This is an optimization exercise on Yosys and OpenROAD, whose aim is small area, not a production implementation. Function was checked by simulation only, so behaviour that the tests miss may differ from the original.

build 83:
==> flow/design.v <==
package syscall_pkg;
  localparam int SYS_PRINT = 1;
  localparam int SYS_READ  = 5;
  localparam int SYS_EXIT  = 10;
  localparam int SYS_TEST  = 11;
  localparam int LED_READ  = 7;
  localparam int LED_TEST  = 1;
  localparam int LED_HALT  = 0;
endpackage
module rf_aoi222 (
  input  logic a_sel,
  input  logic a_dat,
  input  logic b_sel,
  input  logic b_dat,
  input  logic c_sel,
  input  logic c_dat,
  output logic y_n
);
  assign y_n = !((a_sel && a_dat) || (b_sel && b_dat) || (c_sel && c_dat));
endmodule
module rf_read_port #(
  parameter int XLEN  = 32,
  parameter int NREGS = 32
) (
  input  logic [NREGS-1:0]           i_sel,
  input  logic [NREGS-1:0][XLEN-1:0] i_rows,
  output logic [XLEN-1:0]            o_data
);
  localparam int NGRP = (NREGS - 1) / 3;          
  localparam int NREM = (NREGS - 1) - 3 * NGRP;   
  for (genvar b = 0; b < XLEN; b++) begin : g_bit
    logic [NGRP+NREM-1:0] w_term_n;
    for (genvar g = 0; g < NGRP; g++) begin : g_grp
      rf_aoi222 u_aoi (
        .a_sel(i_sel[3*g+1]), .a_dat(i_rows[3*g+1][b]),
        .b_sel(i_sel[3*g+2]), .b_dat(i_rows[3*g+2][b]),
        .c_sel(i_sel[3*g+3]), .c_dat(i_rows[3*g+3][b]),
        .y_n  (w_term_n[g])
      );
    end
    for (genvar r = 0; r < NREM; r++) begin : g_rem
      assign w_term_n[NGRP+r] = !(i_sel[3*NGRP+1+r] && i_rows[3*NGRP+1+r][b]);
    end
    assign o_data[b] = !(&w_term_n);
  end
endmodule
module syscall_regfile #(
  parameter int XLEN   = 32,
  parameter int NREGS  = 32,
  parameter int NUM_RD = 2,
  parameter int A0_IDX = 10,
  parameter int A7_IDX = 17,
  parameter int BYPASS = 0,
  localparam int AW    = $clog2(NREGS)
) (
  input  logic                   clk,
  input  logic                   reset,
  input  logic [NUM_RD*AW-1:0]   rs,
  output logic [NUM_RD*XLEN-1:0] rd_data,
  input  logic [AW-1:0]          rd,
  input  logic [XLEN-1:0]        wr_data,
  input  logic                   reg_write,
  input  logic                   ecall,
  input  logic [XLEN-1:0]        test_case,
  input  logic [XLEN-1:0]        io_in_data,
  input  logic                   io_in_valid,
  output logic                   io_in_ready,
  output logic [XLEN-1:0]        io_out_data,
  output logic                   io_out_valid,
  input  logic                   io_out_ready,
  output logic                   stall,
  output logic                   halted,
  output logic [7:0]             led_out
);
  logic [NREGS-1:0][XLEN-1:0] r_regs;
  logic [NREGS-1:0]           r_valid;
  logic            r_wait_in;
  logic            r_wait_out;
  logic            r_halt;
  logic [XLEN-1:0] r_out_data;
  logic            r_led_read;
  logic            r_led_test;
  logic             w_idle;
  logic             w_idle_ecall;
  logic             w_a7_hi_zero;
  logic             w_is_print;
  logic             w_is_read;
  logic             w_is_exit;
  logic             w_is_test;
  logic             w_norm_we;
  logic             w_test_we;
  logic             w_in_we;
  logic             w_go_out;
  logic             w_n_wait_in;
  logic             w_n_wait_out;
  logic [NREGS-1:0] w_we;
  logic [NREGS-1:0] w_valid;
  logic [XLEN-1:0]  w_a0_wdata;
  logic [XLEN-1:0]  w_a0;
  logic [XLEN-1:0]  w_a7;
  assign w_a0 = r_regs[A0_IDX];
  assign w_a7 = r_regs[A7_IDX];
  assign w_idle       = !(r_wait_in || r_wait_out || r_halt);
  assign w_idle_ecall = w_idle && ecall;
  assign w_a7_hi_zero = (w_a7[XLEN-1:4] == '0) && w_valid[A7_IDX];
  assign w_is_print   = w_a7_hi_zero && (w_a7[3:0] == 4'(syscall_pkg::SYS_PRINT));
  assign w_is_read    = w_a7_hi_zero && (w_a7[3:0] == 4'(syscall_pkg::SYS_READ));
  assign w_is_exit    = w_a7_hi_zero && (w_a7[3:0] == 4'(syscall_pkg::SYS_EXIT));
  assign w_is_test    = w_a7_hi_zero && (w_a7[3:0] == 4'(syscall_pkg::SYS_TEST));
  assign w_norm_we = w_idle && !ecall && reg_write;
  assign w_test_we = w_idle_ecall && w_is_test;
  assign w_in_we   = r_wait_in && io_in_valid;
  always_comb begin
    for (int i = 0; i < NREGS; i++)
      w_we[i] = w_norm_we && (rd == AW'(i)) && (i != 0);
    w_we[A0_IDX] = w_we[A0_IDX] || w_test_we || w_in_we;
  end
  assign w_a0_wdata = ({XLEN{w_norm_we}} & wr_data) |
                      ({XLEN{w_test_we}} & test_case) |
                      ({XLEN{w_in_we}}   & io_in_data);
  for (genvar i = 1; i < NREGS; i++) begin : g_row
    if (i == A0_IDX) begin : g_a0
      always_ff @(posedge clk or negedge reset) begin
        if (!reset)       r_regs[i] <= '0;
        else if (w_we[i]) r_regs[i] <= w_a0_wdata;
      end
      assign w_valid[i] = 1'b1;
    end else begin : g_plain
      always_ff @(posedge clk) begin
        if (w_we[i]) r_regs[i] <= wr_data;
      end
      always_ff @(posedge clk or negedge reset) begin
        if (!reset)       r_valid[i] <= 1'b0;
        else if (w_we[i]) r_valid[i] <= 1'b1;
      end
      assign w_valid[i] = r_valid[i];
    end
  end
  assign w_valid[0] = 1'b0;
  for (genvar k = 0; k < NUM_RD; k++) begin : g_rd
    logic [NREGS-1:0] w_sel;
    for (genvar i = 0; i < NREGS; i++) begin : g_sel
      assign w_sel[i] = (rs[k*AW +: AW] == AW'(i)) && w_valid[i];
    end
    rf_read_port #(
      .XLEN (XLEN),
      .NREGS(NREGS)
    ) u_port (
      .i_sel (w_sel),
      .i_rows(r_regs),
      .o_data(rd_data[k*XLEN +: XLEN])
    );
  end
  assign w_go_out     = w_idle_ecall && w_is_print;
  assign w_n_wait_out = w_go_out || (r_wait_out && !io_out_ready);
  assign w_n_wait_in  = (w_idle_ecall && w_is_read) || (r_wait_in && !io_in_valid);
  always_ff @(posedge clk or negedge reset) begin
    if (!reset) begin
      r_wait_in  <= 1'b0;
      r_wait_out <= 1'b0;
      r_halt     <= 1'b0;
      r_led_read <= 1'b0;
      r_led_test <= 1'b0;
    end else begin
      r_wait_in  <= w_n_wait_in;
      r_wait_out <= w_n_wait_out;
      r_halt     <= r_halt || (w_idle_ecall && w_is_exit);
      r_led_read <= w_in_we;
      r_led_test <= w_test_we;
    end
  end
  always_ff @(posedge clk or negedge reset) begin
    if (!reset)        r_out_data <= '0;
    else if (w_go_out) r_out_data <= w_a0;
  end
  assign stall = w_n_wait_in || w_n_wait_out || r_halt;
  assign io_in_ready  = r_wait_in;
  assign io_out_valid = r_wait_out;
  assign io_out_data  = r_out_data;
  assign halted       = r_halt;
  always_comb begin
    led_out                        = '0;
    led_out[syscall_pkg::LED_READ] = r_led_read;
    led_out[syscall_pkg::LED_TEST] = r_led_test;
    led_out[syscall_pkg::LED_HALT] = r_halt;
  end
endmodule
export LEC_CHECK = 0
export CAP_MARGIN = 20
export CORE_MARGIN = 2
export CORE_UTILIZATION = 55
export CTS_BUF_LIST = sky130_fd_sc_hd__clkbuf_8
export CTS_CLUSTER_DIAMETER = 55
export CTS_CLUSTER_SIZE = 18
export SLEW_MARGIN = 20
export SYNTH_HIERARCHICAL = 1
create_clock -name core_clock -period 8.0 [get_ports {clk}]
standard.sh (not shown) runs the stock make flow with config.mk's settings and CLKGATE_MAP_FILE= SYNTH_SCRIPT=/design/flow/synth_recipe.tcl, a recipe that flattens the netlist after the stock synthesis.
==> flow/flow/run.sh <==
#!/bin/bash
# Own layout flow: the standard ORFS flow (standard.sh, unchanged
# synthesis), with two layout choices changed through ORFS's own variables:
#  - port buffers use the smallest buffer, sky130_fd_sc_hd__buf_1;
#  - clock tree synthesis inserts no dummy loads and builds the tree from
#    clkbuf_8 only, in clusters of up to 18 registers.
# Every port still gets its buffer and the clock reaches every register
# through the buffered tree. All tool output is kept in ./logs_flow/ and in
# ORFS's own logs under ./orfs/logs/.
set -euo pipefail
mkdir -p logs_flow
export BUFFER_PORTS_ARGS="-buffer_cell sky130_fd_sc_hd__buf_1"
export CTS_ARGS="-sink_clustering_enable -repair_clock_nets -dont_use_dummy_load -buf_list {sky130_fd_sc_hd__clkbuf_8} -sink_clustering_size 18 -sink_clustering_max_diameter 55"
bash standard.sh > logs_flow/standard.log 2>&1
[inputs] build 85 vs build 83
- a deleted CTS_BUF_LIST that had been sky130_fd_sc_hd__clkbuf_8
- a deleted CTS_CLUSTER_SIZE that had been 18
- a deleted CTS_CLUSTER_DIAMETER that had been 55
==> flow/run.sh (new file) <==
#!/bin/bash
# synth_recipe.tcl (not shown) runs the flow's synth.tcl, then flattens the netlist and writes it again
# the make line also repeats each setting of config.mk as NAME=value (left out here)
make -C /OpenROAD-flow-scripts/flow DESIGN_CONFIG=/design/flow/config.mk WORK_HOME=/design/flow/orfs CLKGATE_MAP_FILE= SYNTH_SCRIPT=/design/flow/synth_recipe.tcl finish
removed: flow/flow/run.sh
removed: flow/standard.sh
### Flow results
Core utilization in build 85 is 4.8 points higher than in build 83. The final reports for build 85 and build 83 show fraction of area in multi-input gates lower in the former. Diff build 83 -> build 85: clock network latency to the later pin of the worst-skew pair lost 0.07 ns, final wirelength picked up an extra 8.3%, final critical delay including setup and external delays picked up an extra 0.66 ns, post-synthesis to final-layout area growth picked up an extra 8.6 points. Relative to build 83, share of post-route cells with drive strength above 1 has gone up in build 85. Higher number of global-route vias before repair among build 85 and build 83: build 85.
Relative to build 85, the following input files were edited for build 80:
- setting CTS_CLUSTER_SIZE to 18 for the first time
- changing CORE_UTILIZATION from 55 to 65
- setting CTS_BUF_LIST to sky130_fd_sc_hd__clkbuf_8 for the first time
- setting CTS_CLUSTER_DIAMETER to 55 for the first time
==> flow/flow/run.sh (new file) <==
#!/bin/bash
# Own layout flow: the standard ORFS flow (standard.sh, unchanged
# synthesis), with three layout choices changed through ORFS's own variables:
#  - port buffers use the smallest buffer, sky130_fd_sc_hd__buf_1;
#  - clock tree synthesis inserts no dummy loads and builds the tree from
#    clkbuf_8 only, in clusters of up to 18 registers;
#  - repair during placement buffers with buf_1 and buf_2 only
#    (flow/placement_buffers.tcl).
# Every port still gets its buffer and the clock reaches every register
# through the buffered tree. All tool output is kept in ./logs_flow/ and in
# ORFS's own logs under ./orfs/logs/.
set -euo pipefail
mkdir -p logs_flow
export BUFFER_PORTS_ARGS="-buffer_cell sky130_fd_sc_hd__buf_1"
export CTS_ARGS="-sink_clustering_enable -repair_clock_nets -dont_use_dummy_load -buf_list {sky130_fd_sc_hd__clkbuf_8} -sink_clustering_size 18 -sink_clustering_max_diameter 55"
export PRE_GLOBAL_PLACE_TCL="$PWD/flow/placement_buffers.tcl"
export PRE_RESIZE_TCL="$PWD/flow/placement_buffers.tcl"
bash standard.sh > logs_flow/standard.log 2>&1
==> flow/flow/placement_buffers.tcl (new file) <==
# Sourced before global placement and before the post-placement resize:
# timing and design-rule repair may buffer only with buf_1 and buf_2.
set_dont_use [get_lib_cells {sky130_fd_sc_hd__buf_4 sky130_fd_sc_hd__buf_6 sky130_fd_sc_hd__buf_8 sky130_fd_sc_hd__buf_12 sky130_fd_sc_hd__buf_16 sky130_fd_sc_hd__dlygate* sky130_fd_sc_hd__clkdlybuf* sky130_fd_sc_hd__dlymetal* sky130_fd_sc_hd__bufbuf* sky130_fd_sc_hd__clkbuf_*}]
==> flow/standard.sh (new file) <==
#!/bin/bash
# synth_recipe.tcl (not shown) runs the flow's synth.tcl, then flattens the netlist and writes it again
# the make line also repeats each setting of config.mk as NAME=value (left out here)
make -C /OpenROAD-flow-scripts/flow DESIGN_CONFIG=/design/flow/config.mk WORK_HOME=/design/flow/orfs CLKGATE_MAP_FILE= SYNTH_SCRIPT=/design/flow/synth_recipe.tcl "${@:-finish}"
removed: flow/run.sh
Notes after the runs:
- The final critical-path setup slack of build 80 exceeds that of build 85 by 0.32 ns.
- Fraction of met3 tracks used by global routing: higher on build 85
- Build 80: layout overhead on the synthesized area is 10 points lower than what build 85 reported.
- Build 80 vs build 85 — vertical extent of the die dropped by a little under 10%

## re-timing with driven ports
In the flow no input, the clock included, has a driving cell. The finished layouts below were timed again as built, in two steps. Step 1 (the two cells are an assumption about what drives the block):
set clk [get_ports {clk}]
set_driving_cell -lib_cell sky130_fd_sc_hd__clkbuf_16 $clk
set_driving_cell -lib_cell sky130_fd_sc_hd__buf_2 [delete_from_list [all_inputs] $clk]
Step 2 moves the port delays by t, midway between the first and last clock arrival at a register: inputs arrive t later, outputs are due t later. That takes back most of the time a late clock gives input paths. a / b / c = ideal / step 1 / step 2; a / b = the first two.
run	t, ns	setup slack, ns	worst setup path at the end	clock arrival spread, ns	cell pins on the clock port's net
build 83	0.764	1.604 / 1.571 / 1.571	input to output	0.112 / 0.113	1
build 85	0.748	0.940 / 0.911 / 0.911	input to output	0.023 / 0.023	1
build 80	0.762	1.263 / 1.239 / 1.239	input to output	0.070 / 0.069	1
After both steps every run listed still meets setup and hold. For build 83, which loses most, drivers alone change the setup slack by -0.033 ns; drivers and shift together by -0.033 ns.
